From an optimization exercise on the open Yosys and OpenROAD flow, aimed at small area and a short achievable clock period; shortcuts taken in it are not production practice.

## job 101
==> flow/design.v <==
`default_nettype none
package neoBusPkg;
  localparam int addrWidth = 18;
  localparam int dataWidth = 8;
  localparam logic [1:0] regionVirtual = 2'd0;
  localparam logic [1:0] regionDelta   = 2'd1;
  localparam logic [1:0] regionRaw     = 2'd2;
  localparam logic [1:0] regionReg     = 2'd3;
  localparam logic [3:0] regMaxLo  = 4'd0;
  localparam logic [3:0] regMaxHi  = 4'd1;
  localparam logic [3:0] regCtrl   = 4'd2;
  localparam logic [3:0] regStatus = 4'd3;
  localparam int ctrlInitBit  = 0;
  localparam int ctrlLimitBit = 1;
  localparam int ctrlRunBit   = 2;
  localparam int ctrlLoopBit  = 3;
  localparam int ctrl32Bit    = 4;
endpackage
`default_nettype wire
`default_nettype none
package neoPixelPkg;
  localparam int bufferEnd  = 255;
  localparam int bufferBits = 8;
  localparam int virtualEnd  = 63;
  localparam int virtualBits = 6;
  localparam int maxBits = 13;  
  typedef union packed {
    logic [15:0] raw;
    struct packed {
      logic [13:0] slot;
      logic [1:0]  lowBits;
    } pixel;
  } deltaEntry;
  localparam int bitPeriod = 8;
  localparam int highZero  = 2;
  localparam int highOne   = 5;
  localparam int resetGap  = 40;
  localparam int fifoDepth    = 4;
  localparam int encoderSlots = 1;
endpackage
`default_nettype wire
`timescale 1ns/1ps
`default_nettype none
module neoPixelTop (
  input  wire                             busClk,
  input  wire                             arstN,
  input  wire [neoBusPkg::addrWidth-1:0]  busAddr,
  input  wire [neoBusPkg::dataWidth-1:0]  busDataIn,
  input  wire                             busWrite,
  input  wire                             busRead,
  output logic [neoBusPkg::dataWidth-1:0] busDataOut,
  output logic                            busReady,
  output logic                            neoData
);
  logic [1:0] region;
  logic [3:0] regIx;
  logic       wrVirtual;
  logic       wrDelta;
  logic       wrRaw;
  logic       wrReg;
  assign region    = busAddr[neoBusPkg::addrWidth-1 -: 2];
  assign regIx     = busAddr[3:0];
  assign wrVirtual = busWrite && region == neoBusPkg::regionVirtual;
  assign wrDelta   = busWrite && region == neoBusPkg::regionDelta;
  assign wrRaw     = busWrite && region == neoBusPkg::regionRaw;
  assign wrReg     = busWrite && region == neoBusPkg::regionReg;
  logic        virtualPending;
  logic [12:0] regMax;
  logic        ctrlInit;
  logic        ctrlLimit;
  logic        ctrlRun;
  logic        ctrlLoop;
  logic        ctrl32;
  logic        frameDone;
  logic        regRun;
  logic        busy;
  always_ff @(posedge busClk) busReady <= ~wrVirtual;  
  assign regRun = ctrlRun & ~frameDone;  
  always_ff @(posedge busClk or negedge arstN) begin
    if (!arstN) begin
      virtualPending <= 1'b0;
      regMax    <= '0;
      ctrlInit  <= 1'b0;
      ctrlLimit <= 1'b0;
      ctrlRun   <= 1'b0;
      ctrlLoop  <= 1'b0;
      ctrl32    <= 1'b0;
    end else begin
      virtualPending <= wrVirtual;
      if (frameDone) ctrlRun <= ctrlLoop;  
      if (ctrlInit) begin
        ctrlInit  <= 1'b0;
        ctrlLimit <= 1'b0;
        ctrlRun   <= 1'b0;
        ctrlLoop  <= 1'b0;
        ctrl32    <= 1'b0;
      end
      if (wrReg) begin
        case (regIx)
          neoBusPkg::regMaxLo: regMax[7:0]  <= busDataIn;
          neoBusPkg::regMaxHi: regMax[12:8] <= busDataIn[4:0];
          neoBusPkg::regCtrl: begin
            ctrlInit  <= busDataIn[neoBusPkg::ctrlInitBit];
            ctrlLimit <= busDataIn[neoBusPkg::ctrlLimitBit];
            ctrlRun   <= busDataIn[neoBusPkg::ctrlRunBit];
            ctrlLoop  <= busDataIn[neoBusPkg::ctrlLoopBit];
            ctrl32    <= busDataIn[neoBusPkg::ctrl32Bit];
          end
          default: ;  
        endcase
      end
    end
  end
  always_ff @(posedge busClk) begin
    if (busRead) begin
      if (region == neoBusPkg::regionReg) begin
        case (regIx)
          neoBusPkg::regMaxLo:  busDataOut <= regMax[7:0];
          neoBusPkg::regMaxHi:  busDataOut <= {3'b000, regMax[12:8]};
          neoBusPkg::regCtrl:   busDataOut <= {3'b000, ctrl32, ctrlLoop, ctrlRun, ctrlLimit, ctrlInit};
          neoBusPkg::regStatus: busDataOut <= {7'd0, busy};
          default:              busDataOut <= '0;
        endcase
      end else begin
        busDataOut <= '1;  
      end
    end
  end
  logic [7:0]       deltaLow;
  logic [63:0][7:0] deltaMem;
  logic [5:0]       deltaRdAddr;
  logic [3:0][7:0]  deltaCand;    
  logic [1:0]       deltaSel;
  logic [7:0]       deltaWord;
  logic [1:0]       virtualChan;
  logic [7:0]       mappedIx;
  assign deltaRdAddr = ctrl32 ? busAddr[7:2] : busAddr[5:0];
  always_ff @(posedge busClk) begin
    if (wrDelta && !busAddr[0]) deltaLow <= busDataIn;  
    for (int i = 0; i < 64; i++) begin
      if (wrDelta && busAddr[0] && busAddr[6:1] == 6'(i)) deltaMem[i] <= deltaLow;
    end
    for (int k = 0; k < 4; k++) deltaCand[k] <= deltaMem[{2'(k), deltaRdAddr[3:0]}];
    deltaSel    <= deltaRdAddr[5:4];
    virtualChan <= busAddr[1:0];
  end
  assign deltaWord = deltaCand[deltaSel];
  assign mappedIx  = ctrl32 ? {deltaWord[7:2], virtualChan} : deltaWord;
  logic [7:0]  pixWrAddrN;
  logic        pixWrEnN;
  logic [15:0] pixWrHiN;    
  logic [15:0] pixWrLoN;    
  logic        fwdHit;      
  logic [7:0]  fwdData;
  logic [7:0]  pixWrData;
  logic [255:0][7:0] pixMem;
  logic [7:0]  ix;
  logic [7:0]  ixLo;        
  logic [3:0]  ixMid;       
  logic [7:0][7:0] cand;    
  logic [7:0][7:0] pixRd;
  logic [2:0]  candSel;
  logic [7:0]  pixelByte;
  assign pixWrEnN   = virtualPending || wrRaw;
  assign pixWrAddrN = virtualPending ? mappedIx : busAddr[7:0];
  always_ff @(posedge busClk or negedge arstN) begin
    if (!arstN) begin
      pixWrHiN <= '1;
    end else begin
      for (int i = 0; i < 16; i++) pixWrHiN[i] <= !(pixWrEnN && pixWrAddrN[7:4] == 4'(i));
    end
  end
  always_ff @(posedge busClk) begin
    pixWrData <= busDataIn;
    for (int i = 0; i < 16; i++) pixWrLoN[i] <= pixWrAddrN[3:0] != 4'(i);
    for (int i = 0; i < 256; i++) begin
      if (!(pixWrHiN[i / 16] || pixWrLoN[i % 16])) pixMem[i] <= pixWrData;
    end
  end
  always_comb begin
    for (int k = 0; k < 8; k++) begin
      pixRd[k] = '0;
      for (int m = 0; m < 4; m++)
        for (int l = 0; l < 8; l++)
          pixRd[k] = pixRd[k] | ({8{ixMid[m] && ixLo[l]}} & pixMem[32*k + 8*m + l]);
    end
  end
  always_ff @(posedge busClk) begin
    cand    <= pixRd;
    candSel <= ix[7:5];
    fwdHit  <= !(pixWrHiN[ix[7:4]] || pixWrLoN[ix[3:0]]);
    fwdData <= pixWrData;
  end
  assign pixelByte = fwdHit ? fwdData : cand[candSel];
  typedef enum logic [1:0] {fIdle, fFetch, fWait} fetchState;
  fetchState fState;
  logic [2:0] credits;    
  logic readPending;      
  logic lastPending;
  logic atLast;
  logic issue;
  logic fifoCredit;
  assign atLast = ix == 8'd255 || (ctrlLimit && {5'd0, ix} == regMax);
  assign issue  = fState == fFetch && regRun && credits != 3'd0 && !readPending;
  assign busy   = fState != fIdle;
  always_ff @(posedge busClk or negedge arstN) begin
    if (!arstN) begin
      fState      <= fIdle;
      ix          <= '0;
      ixLo        <= 8'd1;
      ixMid       <= 4'd1;
      credits     <= 3'd4;
      readPending <= 1'b0;
      lastPending <= 1'b0;
    end else begin
      readPending <= issue;
      if (issue) lastPending <= atLast;
      credits <= credits - {2'b00, issue} + {2'b00, fifoCredit};
      case (fState)
        fIdle: begin
          if (regRun) begin
            fState <= fFetch;
            ix     <= '0;
            ixLo   <= 8'd1;
            ixMid  <= 4'd1;
          end
        end
        fFetch: begin
          if (!regRun) begin
            fState <= fIdle;  
          end else if (issue) begin
            if (atLast) fState <= fWait;
            else begin
              ix    <= ix + 1'b1;
              ixLo  <= {ixLo[6:0], ixLo[7]};
              if (ixLo[7]) ixMid <= {ixMid[2:0], ixMid[3]};
            end
          end
        end
        default: begin
          if (!regRun) fState <= fIdle;  
        end
      endcase
    end
  end
  logic [8:0] queue [4];  
  logic [1:0] wrPtr;
  logic [1:0] rdPtr;
  logic [2:0] count;
  logic [1:0] downCredits;
  logic       deq;
  logic       encValid;
  logic [7:0] encData;
  logic       encLast;
  logic       encCredit;
  assign deq = count != 3'd0 && downCredits != 2'd0;
  always_ff @(posedge busClk) begin
    if (readPending) queue[wrPtr] <= {lastPending, pixelByte};
    if (deq) {encLast, encData} <= queue[rdPtr];
  end
  always_ff @(posedge busClk or negedge arstN) begin
    if (!arstN) begin
      wrPtr       <= '0;
      rdPtr       <= '0;
      count       <= '0;
      downCredits <= 2'd1;
      encValid    <= 1'b0;
      fifoCredit  <= 1'b0;
    end else begin
      if (readPending) wrPtr <= wrPtr + 1'b1;
      if (deq) rdPtr <= rdPtr + 1'b1;
      count       <= count + {2'b00, readPending} - {2'b00, deq};
      downCredits <= downCredits - {1'b0, deq} + {1'b0, encCredit};
      encValid    <= deq;
      fifoCredit  <= deq;
    end
  end
  typedef enum logic [1:0] {eIdle, eBits, eGap} encState;
  encState    eState, eStateN;
  logic       slotFull;
  logic [7:0] slotData;
  logic       slotLast;
  logic [7:0] shifter, shifterN;
  logic       curLast;
  logic [2:0] phase, phaseN;
  logic [2:0] bitIx, bitIxN;
  logic [5:0] gapCnt, gapCntN;
  logic       frameDoneN;
  logic       periodEnd;
  logic       byteEnd;
  logic       load;
  assign periodEnd = eState == eBits && phase == 3'd7;
  assign byteEnd   = periodEnd && bitIx == 3'd7;
  assign load      = slotFull && (eState == eIdle || (byteEnd && !curLast));
  always_comb begin
    eStateN    = eState;
    phaseN     = phase;
    bitIxN     = bitIx;
    gapCntN    = gapCnt;
    frameDoneN = 1'b0;
    if (load) begin
      eStateN = eBits;
      phaseN  = '0;
      bitIxN  = '0;
    end else begin
      case (eState)
        eBits: begin
          if (periodEnd) begin
            phaseN = '0;
            bitIxN = bitIx + 1'b1;
            if (bitIx == 3'd7) begin
              eStateN = curLast ? eGap : eIdle;
              gapCntN = '0;
            end
          end else begin
            phaseN = phase + 1'b1;
          end
        end
        eGap: begin
          if (gapCnt == 6'd39) begin
            eStateN    = eIdle;
            frameDoneN = 1'b1;
          end else begin
            gapCntN = gapCnt + 1'b1;
          end
        end
        default: ;
      endcase
    end
    if (load) shifterN = slotData;
    else if (periodEnd) shifterN = {shifter[6:0], 1'b0};  
    else shifterN = shifter;
  end
  always_ff @(posedge busClk) begin
    if (encValid) begin
      slotData <= encData;
      slotLast <= encLast;
    end
    shifter <= shifterN;
    if (load) curLast <= slotLast;
  end
  always_ff @(posedge busClk or negedge arstN) begin
    if (!arstN) begin
      eState    <= eIdle;
      slotFull  <= 1'b0;
      phase     <= '0;
      bitIx     <= '0;
      gapCnt    <= '0;
      encCredit <= 1'b0;
      frameDone <= 1'b0;
      neoData   <= 1'b0;
    end else begin
      eState    <= eStateN;
      phase     <= phaseN;
      bitIx     <= bitIxN;
      gapCnt    <= gapCntN;
      frameDone <= frameDoneN;
      encCredit <= load;  
      if (load) slotFull <= 1'b0;
      else if (encValid) slotFull <= 1'b1;
      neoData <= eStateN == eBits && phaseN < (shifterN[7] ? 3'd5 : 3'd2);
    end
  end
endmodule
`default_nettype wire
Settings: LEC_CHECK=0, CAP_MARGIN=20, CORE_MARGIN=2, CORE_UTILIZATION=60, CTS_CLUSTER_DIAMETER=90, CTS_CLUSTER_SIZE=26, PLACE_DENSITY=0.7, SETUP_SLACK_MARGIN=3.4, SLEW_MARGIN=20, TNS_END_PERCENT=100; clock period 6.0 ns.
run.sh (not shown) runs the stock make flow with config.mk's settings and CLKGATE_MAP_FILE= SYNTH_SCRIPT=/design/flow/synth_recipe.tcl, a recipe that flattens the netlist after the stock synthesis.
#### Input delta (job 102 over job 101)
-- flow/design.v --
<<< job 101, line 157
  logic [7:0]  ix;
  logic [7:0]  ixLo;        
  logic [3:0]  ixMid;       
  logic [7:0][7:0] cand;    
  logic [7:0][7:0] pixRd;
  logic [2:0]  candSel;
  logic [7:0]  pixelByte;
  assign pixWrEnN   = virtualPending || wrRaw;
>>> job 102, line 157
  logic [7:0]  ix;
  logic [7:0]  ixLo;        
  logic [7:0]  ixMid;       
  logic [3:0][7:0] cand;    
  logic [3:0][7:0] pixRd;
  logic [1:0]  candSel;
  logic [7:0]  pixelByte;
  assign pixWrEnN   = virtualPending || wrRaw;
<<< job 101, line 179
  end
  always_comb begin
    for (int k = 0; k < 8; k++) begin
      pixRd[k] = '0;
      for (int m = 0; m < 4; m++)
        for (int l = 0; l < 8; l++)
          pixRd[k] = pixRd[k] | ({8{ixMid[m] && ixLo[l]}} & pixMem[32*k + 8*m + l]);
    end
  end
  always_ff @(posedge busClk) begin
    cand    <= pixRd;
    candSel <= ix[7:5];
    fwdHit  <= !(pixWrHiN[ix[7:4]] || pixWrLoN[ix[3:0]]);
    fwdData <= pixWrData;
>>> job 102, line 179
  end
  always_comb begin
    for (int k = 0; k < 4; k++) begin
      pixRd[k] = '0;
      for (int m = 0; m < 8; m++)
        for (int l = 0; l < 8; l++)
          pixRd[k] = pixRd[k] | ({8{ixMid[m] && ixLo[l]}} & pixMem[64*k + 8*m + l]);
    end
  end
  always_ff @(posedge busClk) begin
    cand    <= pixRd;
    candSel <= ix[7:6];
    fwdHit  <= !(pixWrHiN[ix[7:4]] || pixWrLoN[ix[3:0]]);
    fwdData <= pixWrData;
<<< job 101, line 209
      ix          <= '0;
      ixLo        <= 8'd1;
      ixMid       <= 4'd1;
      credits     <= 3'd4;
      readPending <= 1'b0;
>>> job 102, line 209
      ix          <= '0;
      ixLo        <= 8'd1;
      ixMid       <= 8'd1;
      credits     <= 3'd4;
      readPending <= 1'b0;
<<< job 101, line 223
            ix     <= '0;
            ixLo   <= 8'd1;
            ixMid  <= 4'd1;
          end
        end
>>> job 102, line 223
            ix     <= '0;
            ixLo   <= 8'd1;
            ixMid  <= 8'd1;
          end
        end
<<< job 101, line 234
              ix    <= ix + 1'b1;
              ixLo  <= {ixLo[6:0], ixLo[7]};
              if (ixLo[7]) ixMid <= {ixMid[2:0], ixMid[3]};
            end
          end
>>> job 102, line 234
              ix    <= ix + 1'b1;
              ixLo  <= {ixLo[6:0], ixLo[7]};
              if (ixLo[7]) ixMid <= {ixMid[6:0], ixMid[7]};
            end
          end
Of job 102 and job 101, job 102 shows the lower worst path setup slack after routing, with job 101 above it.
Wire: job 102 routes more than job 101
Job 102 ends up with lower sequential-to-total area share from yosys stat than job 101 does.
Job 102: final weighted congestion of routability-driven global placement is 0.037 higher than what job 101 reported.
Compared job 102 against job 101; worst-skew pair later-pin latency within noise.
Of the two values seen for launching instance or port of the critical path, ixMid[3] was produced by job 102 and ixMid[2] by job 101.
Function was not checked in any run of this note: the RTL went through the layout flow alone.

==> port drivers added, routing unchanged <==
How much do the figures lean on ideal ports? The routed layouts below were timed once more, with nothing changed but the port constraints. Step 1 assumes that a clkbuf_16 drives the clock port and a buf_2 every other input. Step 2 also shifts input and output timing later by t, the mid clock arrival at the registers, as if the neighbouring blocks saw the same clock. a / b / c = no drivers / after step 1 / after step 2; a / b = the first two.
run | shift t [ns] | setup WS [ns] | worst register clock-pin slew, ns | worst data-port slew with drivers (ns) | pins driven straight from the clock port
job 101 | 0.905 | 3.213 / 3.213 / 2.502 | 0.11 / 0.11 | 0.05 | 1
job 102 | 0.903 | 2.911 / 2.911 / 2.582 | 0.11 / 0.11 | 0.04 | 1
After both steps every run listed still meets setup and hold. The setup slack of job 101, which loses most, moves by 0.000 ns with the drivers and by -0.711 ns with both steps.
